What follows belongs to an exercise in optimizing a design on an open flow for small area and a short achievable clock period; a production flow would make more cautious choices.
Only simulation tests tie the RTL to the original design; equivalence was not proved.
Power is estimated from default activity; no workload was simulated.

### design/flow/constraint.sdc
create_clock -name core_clock -period 5.5 [get_ports {clk}]
set_input_delay 1.1000 -clock core_clock [delete_from_list [all_inputs] [get_ports {clk}]]
set_output_delay 1.1000 -clock core_clock [all_outputs]
set_load 0.01 [all_outputs]
### design/flow/config.mk
export PLATFORM = sky130hd
export DESIGN_NAME = alu_result_stream
export DESIGN_NICKNAME = alu_result_stream
export VERILOG_FILES = /design/flow/design.v
export SDC_FILE = /design/flow/constraint.sdc
export NUM_CORES = 4
export LEC_CHECK = 0
export CAP_MARGIN = 20
export CORE_MARGIN = 2
export CORE_UTILIZATION = 40
export SETUP_SLACK_MARGIN = 3.2
export SLEW_MARGIN = 20
### design/flow/design.v
`default_nettype none
module alu_result_stream (
  input  logic       clk,
  input  logic       reset,
  input  logic       clear,
  input  logic       wr_en,
  input  logic [7:0] wr_o,
  input  logic       wr_zr,
  input  logic       wr_ng,
  output logic       wr_full,
  output logic       overflow,
  output logic [7:0] count,
  output logic       rd_valid,
  input  logic       rd_ready,
  output logic [7:0] rd_o,
  output logic       rd_zr,
  output logic       rd_ng,
  output logic [4:0] rd_func,
  output logic [3:0] rd_opnd,
  output logic       rd_last
);
  localparam int ROWS = 18;
  localparam int COLS = 10;
  logic [9:0]      r_mem [ROWS][COLS];
  logic [ROWS-1:0] r_wrow;    
  logic [COLS-1:0] r_wcol;
  logic [ROWS-1:0] r_rrow;    
  logic [COLS-1:0] r_rcol;
  logic [7:0]      r_count;
  logic [4:0]      r_func;
  logic [3:0]      r_opnd;
  logic            r_ovf;
  logic            r_full;
  logic            r_valid;
  logic            r_last;
  logic [9:0]      r_head;    
  logic            w_acc, w_pop;
  logic [9:0]      w_din;
  logic [9:0]      w_next;    
  assign w_din  = {wr_zr, wr_ng, wr_o};
  assign w_acc  = wr_en && !r_full;
  assign w_pop  = r_valid && rd_ready;
  for (genvar r = 0; r < ROWS; r++) begin : g_wr
    for (genvar c = 0; c < COLS; c++) begin : g_wc
      always_ff @(posedge clk) begin
        if (r_wrow[r] && r_wcol[c]) begin
          r_mem[r][c] <= w_din;
        end
      end
    end
  end
  logic [9:0] w_rowsel [ROWS];
  always_comb begin
    for (int r = 0; r < ROWS; r++) begin
      w_rowsel[r] = '0;
      for (int c = 0; c < COLS; c++) begin
        w_rowsel[r] = w_rowsel[r] | (r_mem[r][c] & {10{r_rcol[c]}});
      end
    end
    w_next = '0;
    for (int r = 0; r < ROWS; r++) begin
      w_next = w_next | (w_rowsel[r] & {10{r_rrow[r]}});
    end
  end
  logic c_is0, c_is1, c_is179;
  assign c_is0   = !r_valid;
  assign c_is1   = (r_count == 8'd1);
  assign c_is179 = (r_count == 8'd179);
  logic i_is178, i_is179;
  assign i_is178 = (r_func == 5'd17) && (r_opnd == 4'd8);
  assign i_is179 = (r_func == 5'd17) && (r_opnd == 4'd9);
  always_ff @(posedge clk or negedge reset) begin
    if (!reset) begin
      r_wrow  <= ROWS'(1) << (ROWS - 1);
      r_wcol  <= COLS'(1) << (COLS - 1);
      r_rrow  <= ROWS'(1);
      r_rcol  <= COLS'(1);
      r_count <= 8'd0;
      r_func  <= 5'd0;
      r_opnd  <= 4'd0;
      r_ovf   <= 1'b0;
      r_full  <= 1'b0;
      r_valid <= 1'b0;
      r_last  <= 1'b0;
      r_head  <= 10'd0;
    end else if (clear) begin
      r_wrow  <= ROWS'(1) << (ROWS - 1);
      r_wcol  <= COLS'(1) << (COLS - 1);
      r_rrow  <= ROWS'(1);
      r_rcol  <= COLS'(1);
      r_count <= 8'd0;
      r_func  <= 5'd0;
      r_opnd  <= 4'd0;
      r_ovf   <= 1'b0;
      r_full  <= 1'b0;
      r_valid <= 1'b0;
      r_last  <= 1'b0;
      r_head  <= 10'd0;
    end else begin
      if (wr_en && r_full) begin
        r_ovf <= 1'b1;
      end
      if (w_acc) begin
        r_wcol <= {r_wcol[COLS-2:0], r_wcol[COLS-1]};
        if (r_wcol[COLS-1]) begin
          r_wrow <= {r_wrow[ROWS-2:0], r_wrow[ROWS-1]};
        end
      end
      if (w_pop) begin
        r_rcol <= {r_rcol[COLS-2:0], r_rcol[COLS-1]};
        if (r_rcol[COLS-1]) begin
          r_rrow <= {r_rrow[ROWS-2:0], r_rrow[ROWS-1]};
        end
        if (r_opnd == 4'd9) begin
          r_opnd <= 4'd0;
          r_func <= (r_func == 5'd17) ? 5'd0 : r_func + 5'd1;
        end else begin
          r_opnd <= r_opnd + 4'd1;
        end
      end
      case ({w_acc, w_pop})
        2'b10: begin
          r_count <= r_count + 8'd1;
          r_full  <= c_is179;
          r_valid <= 1'b1;
        end
        2'b01: begin
          r_count <= r_count - 8'd1;
          r_full  <= 1'b0;
          r_valid <= !c_is1;
        end
        default: ;
      endcase
      if (w_pop) begin
        r_last <= i_is178 && (w_acc || !c_is1);
      end else begin
        r_last <= i_is179 && (w_acc || !c_is0);
      end
      if (c_is0 || (c_is1 && w_pop)) begin
        r_head <= w_acc ? w_din : 10'd0;
      end else if (w_pop) begin
        r_head <= w_next;
      end
    end
  end
  assign wr_full  = r_full;
  assign overflow = r_ovf;
  assign count    = r_count;
  assign rd_valid = r_valid;
  assign rd_o     = r_head[7:0];
  assign rd_ng    = r_head[8];
  assign rd_zr    = r_head[9];
  assign rd_func  = r_func;
  assign rd_opnd  = r_opnd;
  assign rd_last  = r_last;
endmodule
`default_nettype wire
### design/flow/run.sh
#!/bin/bash
# synth_recipe.tcl (not shown) runs the flow's synth.tcl, then flattens the netlist and writes it again
# the make line also repeats each setting of config.mk as NAME=value (left out here)
make -C /OpenROAD-flow-scripts/flow DESIGN_CONFIG=/design/flow/config.mk WORK_HOME=/design/flow/orfs CLKGATE_MAP_FILE= SYNTH_SCRIPT=/design/flow/synth_recipe.tcl finish
==> impl_results.md, run 1 <==
- Outcome: timing/DRC/antenna clean
- Clock insertion delay at the later pin of the skew report: 0.83 ns
- Bufs and invs on worst path: 2
- Most common cell after layout, fill and taps aside: edfxtp_1
- Xor/xnor share of the synthesized area: 0.000885
- Area delta synth->final: 15.6%
- First-pass GRT wire length: slightly below 300000 um
- CP required: 6.14 ns
- Internal power: 22.5 mW
- Sw frac: 0.214
- Port-buffer cells: 45
- Top Ports: 46
- Fillers: 14500
- Initial DRC count: 5643
- Syn Inst Count: slightly below 4000
- Final Instance Count excl. Fillers: 6481
- Maximum vdd ir drop: 0.346 mV
- Final GP Congestion: 0.843
- Clock Path Buffers: 3
- Most frequent cells in the layout: edfxtp_1, a22oi_1, nand4_1, clkbuf_16
- Min-delay worst type: in -> async
- Vias in the first global route: 38000
- Reg2reg setup slack: 2.62 ns
- DRC: 0
- Clk_skew: about 0.025 ns
- Final setup TNS: 0 ns
- Combinational power share: 0.032
- Top delay family on crit path: compound AO/OA/AOI/OAI gates
- Die ar.: 177000 sq um
- CTS tree: done
- Post-synthesis adder-cell area fraction: 0.000903
- Initial antenna violation count: 9
- Slowest CP cell: a221oi_1
- EDFF count, synth: 1800
- Total CTS buffers: approximately 180
- RSZ-0062 raised after global routing: yes
- Final slew viol count: 0
- Largest fanout on the critical path: slightly above 70
- Overall power: 28.6 mW
- Cts hold-fix bufs: 0
- Sequential share of power: 0.554
- Placed cell area: 72300 sq um
- Async S/R FF share, synth: 0.0461
- Main synth FF type: edfxtp_1
- Die W: 420 um
- Drt wl/cell: 31.8 um
- Total gr overflow: 0
- Fin area: around 80000 sq um
- Pin count of the biggest net entering global routing: ~130
- Net switching power: 6.12 mW
- Sequential Area: 56300 sq um
- Peak Freq: 0.347 GHz
- Iteration count of the initial detailed-routing pass: 6
- Worst setup SP type: flop
- Std-Cell Rows: 152
- Gr usage total: 0.230
- Delay of the slowest cell on the worst path: 0.60 ns
- Mapped Area: 69300 sq um
- Vias post-DR: 40000
- Max_slew headroom: 0.188
- Layout Nets: 4022
- CP Class: reg -> reg
- H-tree levels: 4
- Clock root cell: clkbuf_16
- Clk network pwr share: 0.414
- CP Data Arrival Time: 3.53 ns
- Placed Cells: ~6000
- Post-Route WL: 206000 um
- Post-route ant nets: 0
- Yosys cell types: 44
- Yosys warning count: 3
- Syn nets: 3885
- Final setup violation count: 0
- Min cycle time layout: 2.88 ns
- Clock sink count: 1887
- Final setup margin: between 2 and 3 ns
- Core area: 172000 sq um
- Vias per std cell: 6.17
- Worst path cell trace: buf_4, buf_12, a221oi_1, nand4_1, a22oi_1, and4_1, a31oi_1
- Die H: about 420 um
- Initial Util: 0.403
- Main combinational cell family by area after synthesis: compound AO/OA/AOI/OAI gates
- Post-synthesis compound-gate area fraction: 0.123
- Worst-path clk slew: 0.06 ns
- Crit end category: flop
- Synth Register Bits: 1887
- Fin crit share: 0.524
- Syn Area/Cell: 17.9 sq um
- Sequential fraction of the synthesis area: 0.812
- Leak Pwr: ~25 nW
- Simple-Gate Fraction of Synth Area: 0.0468
- Multi-input gate area: 12400 sq um
- Mux contribution to synthesized area: 0.000163
- Ratio of cells with drive above 1 in the final layout: 0.145
- Setup slack at placement: 2.09 ns
- Max Cap Viol: 0
- Final HPWL DP: about 110000 um
- Worst Max-Slew Pin Slew: roughly 1.2 ns
- Final Hold Viols: 0
- PwrDens: 357 nW/um^2
## routing by layer
layer	up-vias	GRT usage	wire length [um]	part of all wire
met2	2115	0.354	95600	0.46
met1	21000	0.326	84800	0.41
li1	16500	-	-	-
met3	353	0.0420	18800	0.091
met4	4	0.0833	6890	0.033
met5	-	0	28	0.00014
## cell type report
| class | instances | area share |
|---|---|---|
| well taps | 2310 | 0.0361 |
| flip-flops and latches | 1887 | 0.703 |
| clock buffers | 236 | 0.0594 |
| clock inverters | 102 | 0.00923 |
| repair buffers | 236 | 0.0367 |
| diodes | 15 | 0.000468 |
| multi-input cells | 1691 | 0.155 |
| inverters | 4 | 0.000187 |
## power by group through the flow
| stage | clock network, mW | registers, mW | logic [mW] |
|---|---|---|---|
| 2_1_floorplan | 0 | 16.1 | 0.280 |
| 3_3_place_gp | 0 | 16.2 | 0.720 |
| 3_5_place_dp | 0 | 16.2 | 0.736 |
| 4_1_cts | 11.9 | 15.8 | 0.875 |
| 5_1_grt | 12.5 | 15.8 | 0.968 |
| 6_report | 11.8 | 15.8 | 0.920 |
## final timing paths
kind	from	to	cells past startpoint
setup / recovery	r_rcol[5]$_DFFE_PN0P_	r_head[5]$_DFFE_PN0P_	7
hold / removal	reset	r_count[4]$_DFFE_PN0P_	1
setup reg to reg	r_rcol[5]$_DFFE_PN0P_	r_head[5]$_DFFE_PN0P_	7
hold reg to reg	r_func[1]$_DFFE_PN0P_	r_func[1]$_DFFE_PN0P_	3
max in group asynchronous	reset	r_wrow[17]$_DFFE_PN1P_	2
min in group core_clock	r_func[1]$_DFFE_PN0P_	r_func[1]$_DFFE_PN0P_	3
## stage by stage
step	util	hold WS, ns
global route	0.466	0.437
CTS	0.464	0.369
global placement	0.420	0.481
detailed placement	0.420	0.508
floorplan	-	0.486
finish	0.466	0.381
## state kept, by name, indices dropped and copies added (netlist names)
name and cells:
r_head 10, r_wrow 18, r_opnd 4, r_mem 1800, r_count 8, r_wcol 10, r_full 1, r_rcol 10
r_valid 1, r_rrow 18, r_ovf 1, r_last 1, r_func 5
## repair_timing
item | in CTS | in global routing
setup buffers | 92 | 16
gates cloned | 12 | 2
endpoints found under the hold margin | 0 | 0
gates resized for setup | 281 | 31
endpoints found under the setup margin | 615 | 44
pin swaps | 42 | 34
## cells by family after synthesis
logic type	after synthesis
flip-flops	1887
AND/OR/NAND/NOR	572
adder cells (fa/ha/maj)	5
buffers and inverters	288
AO/OA/AOI/OAI	1105
multiplexers	1
XOR/XNOR	7
## cells in the mapped netlist (17+ instances only)
cell type,instances,area share
edfxtp_1,1800,0.78
a21oi_1,85,0.0061
and4_1,20,0.0025
and2_1,183,0.017
dfrtp_1,83,0.030
a22oi_1,611,0.066
nand4_1,183,0.017
clkbuf_1,189,0.010
a221oi_1,190,0.024
nor2_1,17,0.00092
buf_2,36,0.0026
a22o_1,180,0.023
nand2_1,135,0.0073
buf_1,56,0.0030
==> inputs of run 2 (changes only) <==
--- a/design/flow/config.mk
+++ b/design/flow/config.mk
@@ -10,3 +10,2 @@
 export CORE_UTILIZATION = 40
-export SETUP_SLACK_MARGIN = 3.2
 export SLEW_MARGIN = 20
==> impl_results.md, run 2 <==
- Worst path cell trace: buf_4, a22o_1, a221oi_1, nand4_1, a22oi_1, and4_1, a31oi_1
- Vias post-DR: 38600 (-3.5%)
- Maximum vdd ir drop: 0.356 mV (+2.8%)
- Yosys top cell area share: 0.780 (unchanged)
- Std-Cell Rows: 152 (unchanged)
- Global-route met2 utilization: 0.333 (-0.0211)
- Initial Util: 0.403 (unchanged)
- Final setup TNS: 0 ns (unchanged)
- Final GP Congestion: 0.852 (+1.1%)
- Max Cap Viol: 0 (unchanged)
- Yosys warning count: 3 (unchanged)
- Synth area leader: edfxtp_1
- Initial antenna violation count: 9 (unchanged)
- Final setup margin: 2.29 ns (-0.327 ns)
- Clock sink count: 1887 (unchanged)
- Pin count of the biggest net entering global routing: 143 (+13%)
- Clock insertion delay at the later pin of the skew report: 0.82 ns (about the same)
- CTS resizes: 0 (-100%)
- Main synth FF type: edfxtp_1
- Drt wl/cell: 30.3 um (-4.8%)
- Grt peak-use layer: met2
- Final setup violation count: 0 (unchanged)
- Delay of the slowest cell on the worst path: 0.72 ns (+0.12 ns)
- Gr usage total: 0.216 (-0.0140)
- Total CTS buffers: 182 (unchanged)
- Die ar.: 177000 sq um (unchanged)
- Fin crit share: 0.583 (+0.0595)
- First-pass GRT wire length: 274000 um (-5.2%)
- Min cycle time layout: 3.21 ns (+0.327 ns)
- Post-CTS Setup Bufs: 0 (-100%)
- Outcome: timing/DRC/antenna clean
- Die H: 420 um (unchanged)
- Initial DRC count: 4965 (-12%)
- Post-route ant nets: 0 (unchanged)
- Fillers: 14700 (+1.8%)
- Most frequent cells in the layout: edfxtp_1, a22oi_1, a221oi_1, clkbuf_16
- Worst-path clk slew: 0.06 ns (about the same)
- Syn Area/Cell: 17.9 sq um (unchanged)
- Top Ports: 46 (unchanged)
- EDFF count, synth: 1800 (unchanged)
- Die W: 420 um (unchanged)
- Core area: 172000 sq um (unchanged)
- PwrDens: 368 nW/um^2 (+3.0%)
- Vias in the first global route: 37000 (-2.8%)
- CP Class: reg -> reg
- Worst Max-Slew Pin Slew: 1.21 ns (-0.00516 ns)
- Ratio of cells with drive above 1 in the final layout: 0.0866 (-0.0582)
- Total gr overflow: 0 (unchanged)
- Largest fanout on the critical path: 28 (-61%)
- DRC: 0 (unchanged)
- Sequential fraction of the synthesis area: 0.812 (unchanged)
- Layout Nets: 3903 (-3.0%)
- Iteration count of the initial detailed-routing pass: 6 (unchanged)
- Post-Route WL: 192000 um (-6.7%)
- Syn nets: 3885 (unchanged)
- Vias per std cell: 6.08 (-1.5%)
- Synth area leaders: edfxtp_1, a22oi_1, dfrtp_1, a221oi_1, a22o_1
- Met3 Resource Use GR: 0.0340 (-0.00804)
- Crit end category: flop
- Max FFs per register: 1800 (unchanged)
- Min-delay worst type: in -> async
- R2R depth: 7 (unchanged)
- Most common cell after layout, fill and taps aside: edfxtp_1
- Worst setup SP type: flop
- CP required: 6.16 ns (+0.02 ns)
- RSZ-0062 raised after global routing: no
- CP Data Arrival Time: 3.87 ns (+0.34 ns)
- Clk_skew: 0.0231 ns (-0.00179 ns)
- Max_slew headroom: 0.192 (+0.00344)
- Final HPWL DP: 107000 um (-0.76%)
- Most frequent cell after synthesis: edfxtp_1
- Peak Freq: 0.312 GHz (-10%)
- H-tree levels: 4 (unchanged)
- Yosys cell types: 44 (unchanged)
- Top reg by flops: r_mem
- Most instantiated cells after synthesis: edfxtp_1, a22oi_1, a221oi_1
- Syn Inst Count: 3865 (unchanged)
- Clock root cell: clkbuf_16
- GR Layer Usage met1: 0.311 (-0.0157)
- Area delta synth->final: 12.6%
- Leak Pwr: 23.7 nW (-4.0%)
- Top Registers: r_mem: 1800 flops, r_rrow: 18 flops, r_wrow: 18 flops
- Final slew viol count: 0 (unchanged)
- Slowest CP cell: a22oi_1
- CTS tree: done
- Synth Register Bits: 1887 (unchanged)
- Overall power: 28.7 mW (+0.37%)
- Port-buffer cells: 45 (unchanged)
- Reg2reg setup slack: 2.29 ns (-0.33 ns)
- Setup slack at placement: 2.00 ns (-0.0837 ns)
- Cts hold-fix bufs: 0 (unchanged)
- Mapped Area: 69300 sq um (unchanged)
- Async S/R FF share, synth: 0.0461 (unchanged)
- Clock Path Buffers: 3 (unchanged)
- Final Hold Viols: 0 (unchanged)
[run 2: changes by cell type in the layout (fill, tap and decap cells not counted), moves of 34 or more]
cell,previous run,this run
a221oi_1,151,190
a221oi_2,38,0
a22oi_1,572,611
a22oi_2,39,0
buf_4,111,56
buf_6,43,9
[run 2: area by class of cell]
type	count	area, sq um	share of cell area
Antenna cell	12	30.0	0.000385
Clock buffer	220	4740	0.0607
Clock inverter	109	935	0.0120
Inverter	4	15.0	0.000192
Multi-Input combinational cell	1690	11900	0.153
Sequential cell	1887	56300	0.721
Tap cell	2310	2890	0.0370
Timing Repair Buffer	118	1240	0.0159
[run 2: cell families after synthesis]
kind of cell / Yosys count / share of synthesized area
adders and majority gates: 5 / 0.000903
and+or+nand+nor: 572 / 0.0468
AOI/OAI and AO/OA: 1105 / 0.123
muxes: 1 / 0.000163
buffers and inverters: 288 / 0.0164
DFF: 1887 / 0.812
xor gates and xnor gates: 7 / 0.000885
[run 2: stage by stage]
step                      cell area, sq um  utilization  std cells  hold WS (ns)
final                                78000        0.454       6350         0.278
after global routing                 78000        0.454       6338         0.290
after floorplan                      69300            -       3865         0.486
after global placement               72300        0.421       6008         0.480
after CTS                            78000        0.454       6337         0.241
after detailed placement             72300        0.421       6008         0.495
[run 2: metal layers]
metal  routed length (um)  up-vias
li1                     -    16200
met1                80700    20200
met2                89500     1857
met3                15800      283
met4                 6200        2
met5                   12        -
[run 2: power breakdown]
part | switching, mW | leakage (nW) | internal [mW]
registers | 0.0851 | 17.4 | 15.8
clock network | 5.31 | 2.78 | 6.78
logic | 0.547 | 3.56 | 0.189
[run 2: final timing paths]
path	from	endpoint
worst max-delay path	r_rcol[7]$_DFFE_PN0P_	r_head[7]$_DFFE_PN0P_
worst min-delay path	reset	r_ovf$_DFFE_PN0P_
worst max register to register	r_rcol[7]$_DFFE_PN0P_	r_head[7]$_DFFE_PN0P_
worst min register to register	r_ovf$_DFFE_PN0P_	r_ovf$_DFFE_PN0P_
max in group asynchronous	reset	r_wrow[12]$_DFFE_PN0P_
min in group core_clock	r_ovf$_DFFE_PN0P_	r_ovf$_DFFE_PN0P_
[run 2: worst max-delay path, delay by kind of cell, from the launching register on]
family / cells / cell delay [ns]
AOI/OAI and AO/OA: 4 / 1.30
and+or+nand+nor: 2 / 0.66
buffers and inverters: 1 / 0.36
DFF: 1 / 0.67
==> inputs of run 3 (changes only) <==
--- a/design/flow/config.mk
+++ b/design/flow/config.mk
@@ -7,5 +7,10 @@
 export LEC_CHECK = 0
+export ABC_CLOCK_PERIOD_IN_PS = 2000
 export CAP_MARGIN = 20
 export CORE_MARGIN = 2
-export CORE_UTILIZATION = 40
+export CORE_UTILIZATION = 60
+export CTS_BUF_LIST = sky130_fd_sc_hd__clkbuf_16
+export CTS_CLUSTER_DIAMETER = 150
+export CTS_CLUSTER_SIZE = 25
+export SETUP_SLACK_MARGIN = 3.4
 export SLEW_MARGIN = 20
==> impl_results.md, run 3 <==
- H-tree levels: 3 (-1)
- Vias per std cell: 7.25 (+19%)
- Initial Util: 0.605 (+0.202)
- Outcome: timing/DRC/antenna clean
- Peak Freq: 0.351 GHz (+13%)
- Gr usage total: 0.344 (+0.129)
- Syn Inst Count: 3865 (unchanged)
- Leak Pwr: 23.6 nW (-0.44%)
- Area delta synth->final: 10.7%
- Final HPWL DP: 110000 um (+2.2%)
- Main synth FF type: edfxtp_1
- Yosys top cell area share: 0.780 (unchanged)
- EDFF count, synth: 1800 (unchanged)
- Final Hold Viols: 0 (unchanged)
- Final setup TNS: 0 ns (unchanged)
- Most frequent cells in the layout: edfxtp_1, a22oi_1, nand4_1, a22o_1, and2_1
- Synth area leaders: edfxtp_1, a22oi_1, dfrtp_1, a221oi_1, a22o_1
- Reg2reg setup slack: 2.65 ns (+0.36 ns)
- Multi-input gate area: 12800 sq um (+7.3%)
- Clock root cell: clkbuf_16
- CP required: 6.05 ns (-0.11 ns)
- Vias post-DR: 39900 (+3.3%)
- Max_slew headroom: 0.224 (+0.0325)
- Syn nets: 3885 (unchanged)
- Placed cell area: 71200 sq um (-1.5%)
- Top Registers: r_mem: 1800 flops, r_rrow: 18 flops, r_wrow: 18 flops
- Die W: 344 um (-18%)
- Total CTS buffers: 85 (-53%)
- Met1 wire length: 79000 um (-2.1%)
- Most common cell after layout, fill and taps aside: edfxtp_1
- Total gr overflow: 0 (unchanged)
- CP Data Arrival Time: 3.40 ns (-0.47 ns)
- Largest fanout on the critical path: 38 (+36%)
- RSZ-0062 raised after global routing: yes
- Std-Cell Rows: 124 (-18%)
- Yosys warning count: 3 (unchanged)
- CTS tree: done
- PwrDens: 312 nW/um^2 (-15%)
- Post-route ant nets: 0 (unchanged)
- Clock insertion delay at the later pin of the skew report: 0.72 ns (-0.10 ns)
- Max FFs per register: 1800 (unchanged)
- Worst setup SP type: flop
- CP Class: reg -> reg
- Die ar.: 118000 sq um (-33%)
- Final core utilization: 0.670 (+0.216)
- Initial DRC count: 6088 (+23%)
- Clock sink count: 1887 (unchanged)
- Layout Nets: 3954 (+1.3%)
- Max Cap Viol: 0 (unchanged)
- Worst Max-Slew Pin Slew: 1.16 ns (-0.0487 ns)
- Port-buffer cells: 45 (unchanged)
- Crit end category: flop
- Most instantiated cells after synthesis: edfxtp_1, a22oi_1, a221oi_1
- Mapped Area: 69300 sq um (unchanged)
- Pin count of the biggest net entering global routing: 132 (-7.7%)
- DRC: 0 (unchanged)
- Synth area leader: edfxtp_1
- Synth Register Bits: 1887 (unchanged)
- Syn Area/Cell: 17.9 sq um (unchanged)
- Vias in the first global route: 37400 (+1.3%)
- Initial antenna violation count: 11 (+2)
- Routed wl met2: 99000 um (+11%)
- Min cycle time layout: 2.85 ns (-0.358 ns)
- Final setup violation count: 0 (unchanged)
- Ratio of cells with drive above 1 in the final layout: 0.145 (+0.0588)
- Fin crit share: 0.518 (-0.0651)
- Sequential Area: 56300 sq um (about the same)
- Async S/R FF share, synth: 0.0461 (unchanged)
- Most frequent cell after synthesis: edfxtp_1
- Die H: 344 um (-18%)
- Final slew viol count: 0 (unchanged)
- Top Layer Used: met5
- Fin area: 76700 sq um (-1.8%)
- Post-Route WL: 208000 um (+8.3%)
- Maximum vdd ir drop: 0.317 mV (-11%)
- Final GP Congestion: 0.881 (+3.4%)
- Routed wl met3: 22200 um (+41%)
- Fillers: 7596 (-48%)
- Yosys cell types: 44 (unchanged)
- Clk_skew: 0.0291 ns (+0.00599 ns)
- Min-delay worst type: in -> async
- Worst-path clk slew: 0.11 ns (+0.05 ns)
- First-pass GRT wire length: 284000 um (+3.5%)
- Clock Path Buffers: 3 (unchanged)
- Iteration count of the initial detailed-routing pass: 6 (unchanged)
- Sequential fraction of the synthesis area: 0.812 (unchanged)
- Core area: 115000 sq um (-33%)
- Top reg by flops: r_mem
- Top Ports: 46 (unchanged)
- Drt wl/cell: 37.9 um (+25%)
==> run 3: worst paths after layout <==
check	cells past startpoint	startpoint	to
max	7	r_rcol[3]$_DFFE_PN0P_	r_head[8]$_DFFE_PN0P_
min	1	reset	r_opnd[2]$_DFFE_PN0P_
max reg2reg	7	r_rcol[3]$_DFFE_PN0P_	r_head[8]$_DFFE_PN0P_
min reg2reg	2	r_ovf$_DFFE_PN0P_	r_ovf$_DFFE_PN0P_
max in group asynchronous	2	reset	r_head[0]$_DFFE_PN0P_
min in group core_clock	2	r_ovf$_DFFE_PN0P_	r_ovf$_DFFE_PN0P_
==> run 3: routing by layer <==
| layer | up-vias | GRT usage |
|---|---|---|
| met5 | - | 0 |
| met4 | 2 | 0.120 |
| met3 | 361 | 0.0628 |
| met2 | 2476 | 0.538 |
| met1 | 20800 | 0.495 |
| li1 | 16200 | - |
==> run 3: cell type report <==
cell class	count	area share
clock buffers	87	0.0284
multi-input cells	1692	0.167
diodes	8	0.000261
repair buffers	264	0.0429
well taps	1512	0.0247
flip-flops and latches	1887	0.734
inverters	4	0.000196
clock inverters	40	0.00245
==> run 3: where the power goes <==
group	internal, mW	switching, mW
sequential	15.8	0.0576
combinational	0.260	0.648
clock	2.89	4.28
total	18.9	4.99
==> run 3: timing repair <==
item,in CTS,in global routing
hold endpoints to repair,0,0
setup endpoints to repair,1217,324
hold buffers,0,0
pin swaps,43,79
cloned,9,9
gates resized for setup,331,153
setup buffers,97,30
==> run 3: critical path, stage by stage, from the launching register on <==
cell and delay, ns:
dfrtp_4 0.60, buf_12 0.20, buf_16 0.19, a22oi_1 0.23, nand4_1 0.35, a22oi_2 0.56, and4_4 0.33, a31oi_1 0.09
==> run 3: kinds of logic (layout without fill, tap and decap cells) <==
group / count (synthesis) / count (layout) / share of synthesized area
DFF: 1887 / 1887 / 0.812
AOI/OAI and AO/OA: 1105 / 1107 / 0.123
and+or+nand+nor: 572 / 572 / 0.0468
buffers and inverters: 288 / 395 / 0.0164
xor gates and xnor gates: 7 / 7 / 0.000885
adders and majority gates: 5 / 5 / 0.000903
muxes: 1 / 1 / 0.000163
other: 0 / 8 / 0
==> run 3: per-stage QoR <==
step	power, mW	setup WS, ns	hold slack (ns)	std cells
2_1_floorplan	16.4	2.98	0.486	3865
3_3_place_gp	16.9	1.97	0.490	5212
3_5_place_dp	16.9	1.98	0.516	5212
4_1_cts	23.8	2.73	0.223	5445
5_1_grt	24.4	2.62	0.229	5486
6_report	23.9	2.65	0.237	5494
==> inputs of run 4 (changes only) <==
--- a/design/flow/config.mk
+++ b/design/flow/config.mk
@@ -7,3 +7,2 @@
 export LEC_CHECK = 0
-export ABC_CLOCK_PERIOD_IN_PS = 2000
 export CAP_MARGIN = 20
==> impl_results.md, run 4 <==
- Outcome: timing/DRC/antenna clean
- Final Hold Viols: 0 (unchanged)
- Ratio of cells with drive above 1 in the final layout: 0.145 (unchanged)
- Clock insertion delay at the later pin of the skew report: 0.72 ns (about the same)
- RSZ-0062 raised after global routing: yes
- Top Ports: 46 (unchanged)
- Top reg by flops: r_mem
- Die H: 344 um (unchanged)
- Die W: 344 um (unchanged)
- Syn nets: 3885 (unchanged)
- Fin crit share: 0.518 (unchanged)
- CP Class: reg -> reg
- Area delta synth->final: 10.7% (unchanged)
- Cts hold-fix bufs: 0 (unchanged)
- Fillers: 7596 (unchanged)
- Clock sink count: 1887 (unchanged)
- Clock Path Buffers: 3 (unchanged)
- Std-Cell Rows: 124 (unchanged)
- Initial Util: 0.605 (unchanged)
- Peak Freq: 0.351 GHz (unchanged)
- Drt wl/cell: 37.9 um (unchanged)
- Initial antenna violation count: 11 (unchanged)
- Yosys cell types: 44 (unchanged)
- Post-Route WL: 208000 um (unchanged)
- Max Cap Viol: 0 (unchanged)
- Synth area leader: edfxtp_1
- Iteration count of the initial detailed-routing pass: 6 (unchanged)
- Final HPWL DP: 110000 um (unchanged)
- Synth Register Bits: 1887 (unchanged)
- Yosys top cell area share: 0.780 (unchanged)
- Worst-path clk slew: 0.11 ns (about the same)
- Syn Area/Cell: 17.9 sq um (unchanged)
- Most instantiated cells after synthesis: edfxtp_1, a22oi_1, a221oi_1
- Total CTS buffers: 85 (unchanged)
- R2R depth: 7 (unchanged)
- Min-delay worst type: in -> async
- Most frequent cell after synthesis: edfxtp_1
- CP required: 6.05 ns (about the same)
- Reg2reg setup slack: 2.65 ns (about the same)
- Mapped Area: 69300 sq um (unchanged)
- Final setup margin: 2.65 ns (unchanged)
- Worst setup SP type: flop
- Min cycle time layout: 2.85 ns (unchanged)
- Critical path capture point: r_head[8]$_DFFE_PN0P_
- DRC: 0 (unchanged)
- CP Data Arrival Time: 3.40 ns (about the same)
- Max_slew headroom: 0.224 (unchanged)
- Sequential fraction of the synthesis area: 0.812 (unchanged)
- Max FFs per register: 1800 (unchanged)
- Most common cell after layout, fill and taps aside: edfxtp_1
- Worst Setup SP: r_rcol[3]$_DFFE_PN0P_
- Hold WS: 0.237 ns (unchanged)
- Crit end category: flop
- Largest fanout on the critical path: 38 (unchanged)
- Gr usage total: 0.344 (unchanged)
- Overall power: 23.9 mW (unchanged)
- Fin area: 76700 sq um (unchanged)
- Final GP Congestion: 0.881 (unchanged)
- H-tree levels: 3 (unchanged)
- Final slew viol count: 0 (unchanged)
- Port-buffer cells: 45 (unchanged)
- Async S/R FF share, synth: 0.0461 (unchanged)
- Main synth FF type: edfxtp_1
- First-pass GRT wire length: 284000 um (unchanged)
- Vias in the first global route: 37400 (unchanged)
- Most frequent cells in the layout: edfxtp_1, a22oi_1, nand4_1, a22o_1, and2_1
- Synth area leaders: edfxtp_1, a22oi_1, dfrtp_1, a221oi_1, a22o_1
- Vias per std cell: 7.25 (unchanged)
- Syn Inst Count: 3865 (unchanged)
- Final setup violation count: 0 (unchanged)
- Critical R2R Launch: r_rcol[3]$_DFFE_PN0P_
- PwrDens: 312 nW/um^2 (unchanged)
- Leak Pwr: 23.6 nW (unchanged)
- Yosys warning count: 3 (unchanged)
- Worst Max-Slew Pin Slew: 1.16 ns (unchanged)
- Clock root cell: clkbuf_16
- Initial DRC count: 6088 (unchanged)
- Total gr overflow: 0 (unchanged)
- Core area: 115000 sq um (unchanged)
- R2R Path End: r_head[8]$_DFFE_PN0P_
- Layout Nets: 3954 (unchanged)
- Placed cell area: 71200 sq um (unchanged)
- Pin count of the biggest net entering global routing: 132 (unchanged)
- Vias post-DR: 39900 (unchanged)
- CTS tree: done
- Post-route ant nets: 0 (unchanged)
- Final setup TNS: 0 ns (unchanged)
- Setup slack at placement: 1.98 ns (unchanged)
- Die ar.: 118000 sq um (unchanged)
- Top Registers: r_mem: 1800 flops, r_rrow: 18 flops, r_wrow: 18 flops
- Maximum vdd ir drop: 0.317 mV (unchanged)
- Clk_skew: 0.0291 ns (unchanged)
- EDFF count, synth: 1800 (unchanged)
-- run 4: cell counts after synthesis --
No cell type changed its count.
-- run 4: power by group --
group / total (mW) / internal (mW) / switching, mW
clock network: 7.17 / 2.89 / 4.28
logic: 0.908 / 0.260 / 0.648
registers: 15.8 / 15.8 / 0.0576
-- run 4: layer usage --
| metal | vias up | global-route usage | part of all wire | routed length, um |
|---|---|---|---|---|
| met5 | - | 0 | 0.000096 | 20 |
| li1 | 16200 | - | - | - |
| met4 | 2 | 0.120 | 0.038 | 8000 |
| met2 | 2476 | 0.538 | 0.48 | 99000 |
| met3 | 361 | 0.0628 | 0.11 | 22200 |
| met1 | 20800 | 0.495 | 0.38 | 79000 |
-- run 4: kinds of logic (layout without fill, tap and decap cells) --
| kind of cell | after synthesis | after routing | share of synthesized area |
|---|---|---|---|
| flops | 1887 | 1887 | 0.812 |
| compound gates | 1105 | 1107 | 0.123 |
| simple gates | 572 | 572 | 0.0468 |
| buf+inv | 288 | 395 | 0.0164 |
| xor+xnor | 7 | 7 | 0.000885 |
| fa+ha+maj | 5 | 5 | 0.000903 |
| mux | 1 | 1 | 0.000163 |
| other cells | 0 | 8 | 0 |
-- run 4: final cells by class --
class	count	area, sq um	area share
timing repair buffer	264	3290	0.0429
multi-input combinational	1692	12800	0.167
antenna	8	20.0	0.000261
sequential	1887	56300	0.734
inverter	4	15.0	0.000196
tap	1512	1890	0.0247
clock buffer	87	2180	0.0284
clock inverter	40	188	0.00245
-- run 4: repair_timing --
action	4_1_cts	5_1_grt
pin swaps	43	79
hold endpoints to repair	0	0
setup buffers	97	30
gates cloned	9	9
resized for setup	331	153
setup endpoints to repair	1217	324
-- run 4: metrics by stage --
stage	utilization	std cells
finish	0.670	5494
global route	0.670	5486
CTS	0.660	5445
detailed placement	0.622	5212
global placement	0.622	5212
floorplan	-	3865
-- run 4: how the worst min path moves through the flow --
stage / end / slack, ns / cells after the start
final: r_opnd[2]$_DFFE_PN0P_ / 0.24 / 1
after global routing: r_opnd[3]$_DFFE_PN0P_ / 0.23 / 1
after CTS: r_count[4]$_DFFE_PN0P_ / 0.22 / 1
after detailed placement: r_ovf$_DFFE_PN0P_ / 0.52 / 2
after global placement: r_ovf$_DFFE_PN0P_ / 0.49 / 2
after floorplan: r_wrow[0]$_DFFE_PN0P_ / 0.49 / 2
-- run 4: worst max-delay path, stage by stage, from the launching register on --
cell and delay (ns):
dfrtp_4 0.60, buf_12 0.20, buf_16 0.19, a22oi_1 0.23
nand4_1 0.35, a22oi_2 0.56, and4_4 0.33, a31oi_1 0.09

==> port drivers added, routing unchanged <==
The flow's constraints put no driver on any port. The routed layouts listed below were extracted and timed again, unchanged, in two steps. Step 1 assumes that a clkbuf_16 drives the clock port and a buf_2 every other input. Step 2 moves the port delays by t, midway between the first and last clock arrival at a register: inputs arrive t later, outputs are due t later. That takes back most of the time a late clock gives input paths. Three values: ideal ports, drivers, drivers and shift; two values: the first two.
| run | t, ns | slack for setup (ns) | hold WS [ns] | worst slew at a driven data input, ns |
|---|---|---|---|---|
| run 1 | 0.901 | 2.619 / 2.619 / 2.491 | 0.381 / 0.324 / 0.595 | 0.07 |
| run 2 | 0.893 | 2.292 / 2.292 / 1.911 | 0.278 / 0.225 / 0.503 | 0.09 |
| run 3 | 0.788 | 2.650 / 2.650 / 2.477 | 0.237 / 0.187 / 0.529 | 0.05 |
| run 4 | 0.788 | 2.650 / 2.650 / 2.477 | 0.237 / 0.187 / 0.529 | 0.05 |
After both steps every run listed still meets setup and hold. The setup slack of run 2, which loses most, moves by 0.000 ns with the drivers and by -0.381 ns with both steps.
